What follows belongs to an exercise in optimizing a design on an open flow for small area, a short achievable clock period and few clock cycles; a production flow would make more cautious choices.
Function was checked by simulation only, so behaviour that the tests miss may differ from the original.
The flow treats the clock pin as an ideal source, which a real chip does not have.
Power and IR drop assume default switching activity.

Design cpu_core, start of the top module:
module cpu_core (
    input  logic        clk,
    input  logic        rst,
    input  logic [15:0] instr_in,
    output logic [15:0] pc,
    output logic        dmem_req_valid,
    output logic        dmem_req_store,
    output logic [15:0] dmem_req_addr,
    output logic [15:0] dmem_req_wdata,
    input  logic        dmem_rsp_credit,
    input  logic [15:0] dmem_rsp_rdata
);
    logic [1:0]  cls;
    logic [2:0]  op, dst;
    logic [4:0]  low;
    logic [7:0]  s1, sb;       
    logic        ir_valid;
    logic        credit_q;
    logic        ld_pending;
    logic [2:0]  ld_dst;
    logic [15:0] regs [8];
    logic        clr;
    logic [2:0] f_rb;
    assign f_rb = (instr_in[15:14] == 2'b10) ? instr_in[10:8] : instr_in[4:2];
    logic [15:0] imm;
    assign imm = {{11{low[4]}}, low};
    logic is_alu, is_mem, is_jmp, is_ld;
    assign is_alu = ~cls[1];
    assign is_mem = cls[1] & ~cls[0] & (op[2:1] == 2'b00);
    assign is_ld  = is_mem & ~op[0];
    assign is_jmp = cls[1] & cls[0];
    logic use_s1, use_sb, use_dst;
    assign use_s1  = is_alu | is_mem | (is_jmp & ~op[2]);
    assign use_sb  = (cls == 2'b00) | is_mem | (is_jmp & ~op[2]);
    assign use_dst = is_alu | is_ld;
    logic [15:0] a, rbv;
    always_comb begin
        a   = '0;
        rbv = '0;
  ...
Size: about 85 I/O pins, about 0.012 sq mm of cells after synthesis.
==> flow/config.mk <==
export PLATFORM = sky130hd
export DESIGN_NAME = cpu_core
export DESIGN_NICKNAME = cpu_core
export VERILOG_FILES = /design/flow/design.v
export SDC_FILE = /design/flow/constraint.sdc
export NUM_CORES = 4
export LEC_CHECK = 0
export CAP_MARGIN = 20
export CORE_MARGIN = 2
export CORE_UTILIZATION = 50
export CTS_BUF_LIST = sky130_fd_sc_hd__clkbuf_16
export CTS_CLUSTER_DIAMETER = 120
export CTS_CLUSTER_SIZE = 25
export SLEW_MARGIN = 20
==> flow/constraint.sdc <==
create_clock -name core_clock -period 10.0 [get_ports {clk}]
set_input_delay 2.0000 -clock core_clock [delete_from_list [all_inputs] [get_ports {clk}]]
set_output_delay 2.0000 -clock core_clock [all_outputs]
set_load 0.01 [all_outputs]
standard.sh (not shown) runs the stock make flow with config.mk's settings and CLKGATE_MAP_FILE= SYNTH_SCRIPT=/design/flow/synth_recipe.tcl, a recipe that flattens the netlist after the stock synthesis.
==> flow/flow/run.sh <==
#!/bin/bash
# Standard layout (the standard flow's synthesis, constraints and steps) with these
# changes to how it is made:
#  - port buffers are buf_1 cells instead of the default choice;
#  - up to clock-tree synthesis, timing repair aims for a setup margin of
#    M1 ns, so the resizer improves the critical paths below the 10 ns clock;
#    it repairs the worst path only (TNS_END_PERCENT 0), since only the
#    worst slack counts;
set -euo pipefail
M1=6.5
M2=6.0
BUF="BUFFER_PORTS_ARGS=-buffer_cell sky130_fd_sc_hd__buf_1"
bash standard.sh SETUP_SLACK_MARGIN=$M1 TNS_END_PERCENT=0 "$BUF" cts > flow_make_1.log 2>&1
bash standard.sh SETUP_SLACK_MARGIN=$M2 TNS_END_PERCENT=0 "$BUF" finish > flow_make_2.log 2>&1
Testbench counts at the start, summed over its fixed seeds: cycles 43,778.
Then changed:
--- a/flow/flow/run.sh
+++ b/flow/flow/run.sh
@@ -8,7 +8,7 @@
 #    worst slack counts;
 set -euo pipefail
-M1=6.5
-M2=6.0
+M1=6.3
+M2=5.9
 BUF="BUFFER_PORTS_ARGS=-buffer_cell sky130_fd_sc_hd__buf_1"
 bash standard.sh SETUP_SLACK_MARGIN=$M1 TNS_END_PERCENT=0 "$BUF" cts > flow_make_1.log 2>&1
-bash standard.sh SETUP_SLACK_MARGIN=$M2 TNS_END_PERCENT=0 "$BUF" finish > flow_make_2.log 2>&1
+bash standard.sh SETUP_SLACK_MARGIN=$M2 TNS_END_PERCENT=0 "$BUF" RECOVER_POWER=100 finish > flow_make_2.log 2>&1
CTS_BUF_LIST = sky130_fd_sc_hd__clkbuf_8   (was sky130_fd_sc_hd__clkbuf_16)
CTS_CLUSTER_DIAMETER = not set   (was 120)
CTS_CLUSTER_SIZE = not set   (was 25)
Effect:
- The new run reached the layout checks and failed them: capacitance limit, slew limit
- combinational power decreases by about 6%
- non-clock buffer count decreases by 32
- clock skew increases by 4.4 ps
- power increases by 5.6%
- sequential power stays flat
- clock power increases by 53%
- design area decreases by 1.2%
- synthesized cell count stays the same
Then changed:
--- a/flow/flow/run.sh
+++ b/flow/flow/run.sh
@@ -7,8 +7,11 @@
 #    it repairs the worst path only (TNS_END_PERCENT 0), since only the
 #    worst slack counts;
+#  - after the standard post-CTS repair, flow/post_cts.tcl runs one more
+#    sizing-only repair pass toward the same margin;
 set -euo pipefail
 M1=6.3
-M2=5.9
+M2=5.95
 BUF="BUFFER_PORTS_ARGS=-buffer_cell sky130_fd_sc_hd__buf_1"
-bash standard.sh SETUP_SLACK_MARGIN=$M1 TNS_END_PERCENT=0 "$BUF" cts > flow_make_1.log 2>&1
-bash standard.sh SETUP_SLACK_MARGIN=$M2 TNS_END_PERCENT=0 "$BUF" RECOVER_POWER=100 finish > flow_make_2.log 2>&1
+HOOK="POST_CTS_TCL=$PWD/flow/post_cts.tcl"
+bash standard.sh SETUP_SLACK_MARGIN=$M1 TNS_END_PERCENT=0 "$BUF" "$HOOK" cts > flow_make_1.log 2>&1
+bash standard.sh SETUP_SLACK_MARGIN=$M2 TNS_END_PERCENT=0 "$BUF" finish > flow_make_2.log 2>&1
==> flow/flow/post_cts.tcl (new file) <==
# Extra sizing pass after the standard post-CTS repair: upsize and swap pins
# only, toward the same setup margin, then legalize again.
repair_timing -setup -setup_margin $::env(SETUP_SLACK_MARGIN) -repair_tns 0 -sequence sizeup,swap -verbose
detailed_placement
check_placement -verbose
CTS_BUF_LIST = sky130_fd_sc_hd__clkbuf_16   (was sky130_fd_sc_hd__clkbuf_8)
CTS_CLUSTER_DIAMETER = 120   (was not set)
CTS_CLUSTER_SIZE = 25   (was not set)
PLACE_DENSITY = 0.75   (was not set)
After rerunning: The new run finished with timing, DRC and antenna clean. Core utilization came out lower by 0.84 points. Register-to-register slack is better by 1700 ps. Via count came out higher by 3.6%. Design area came out lower by 1.5%. Maximum frequency came out higher by 41%. Worst setup slack is better by 1700 ps.
Then changed:
--- a/flow/flow/run.sh
+++ b/flow/flow/run.sh
@@ -10,6 +10,6 @@
 #    sizing-only repair pass toward the same margin;
 set -euo pipefail
-M1=6.3
-M2=5.95
+M1=6.5
+M2=6.1
 BUF="BUFFER_PORTS_ARGS=-buffer_cell sky130_fd_sc_hd__buf_1"
 HOOK="POST_CTS_TCL=$PWD/flow/post_cts.tcl"
PLACE_DENSITY = not set   (was 0.75)
The new run finished clean.
Final area rises by 3.5%.
Utilization rises by 2.0 points.
Flip-flop and latch count is unchanged.

[port drivers added, routing unchanged]
The flow's constraints put no driver on any port. The routed layouts listed below were extracted and timed again, unchanged, in two steps. Step 1 assumes that a clkbuf_16 drives the clock port and a buf_2 every other input. Step 2 moves the port delays by t, midway between the first and last clock arrival at a register: inputs arrive t later, outputs are due t later. That takes back most of the time a late clock gives input paths. Three values: no drivers, after step 1, after step 2; two values: the first two.
run | t (ns) | setup slack, ns | worst setup path after step 2 | slew at the worst register clock pin (ns)
the first run | 0.527 | 6.081 / 6.081 / 5.706 | input to register | 0.11 / 0.11
the second run | 0.569 | 4.254 / 4.254 / 4.254 | register to register | 0.07 / 0.07
the third run | 0.543 | 5.919 / 5.919 / 5.556 | input to register | 0.12 / 0.12
the fourth run | 0.530 | 6.160 / 6.160 / 5.829 | input to register | 0.11 / 0.11
For the first run, which loses most, drivers alone change the setup slack by 0.000 ns; drivers and shift together by -0.375 ns.
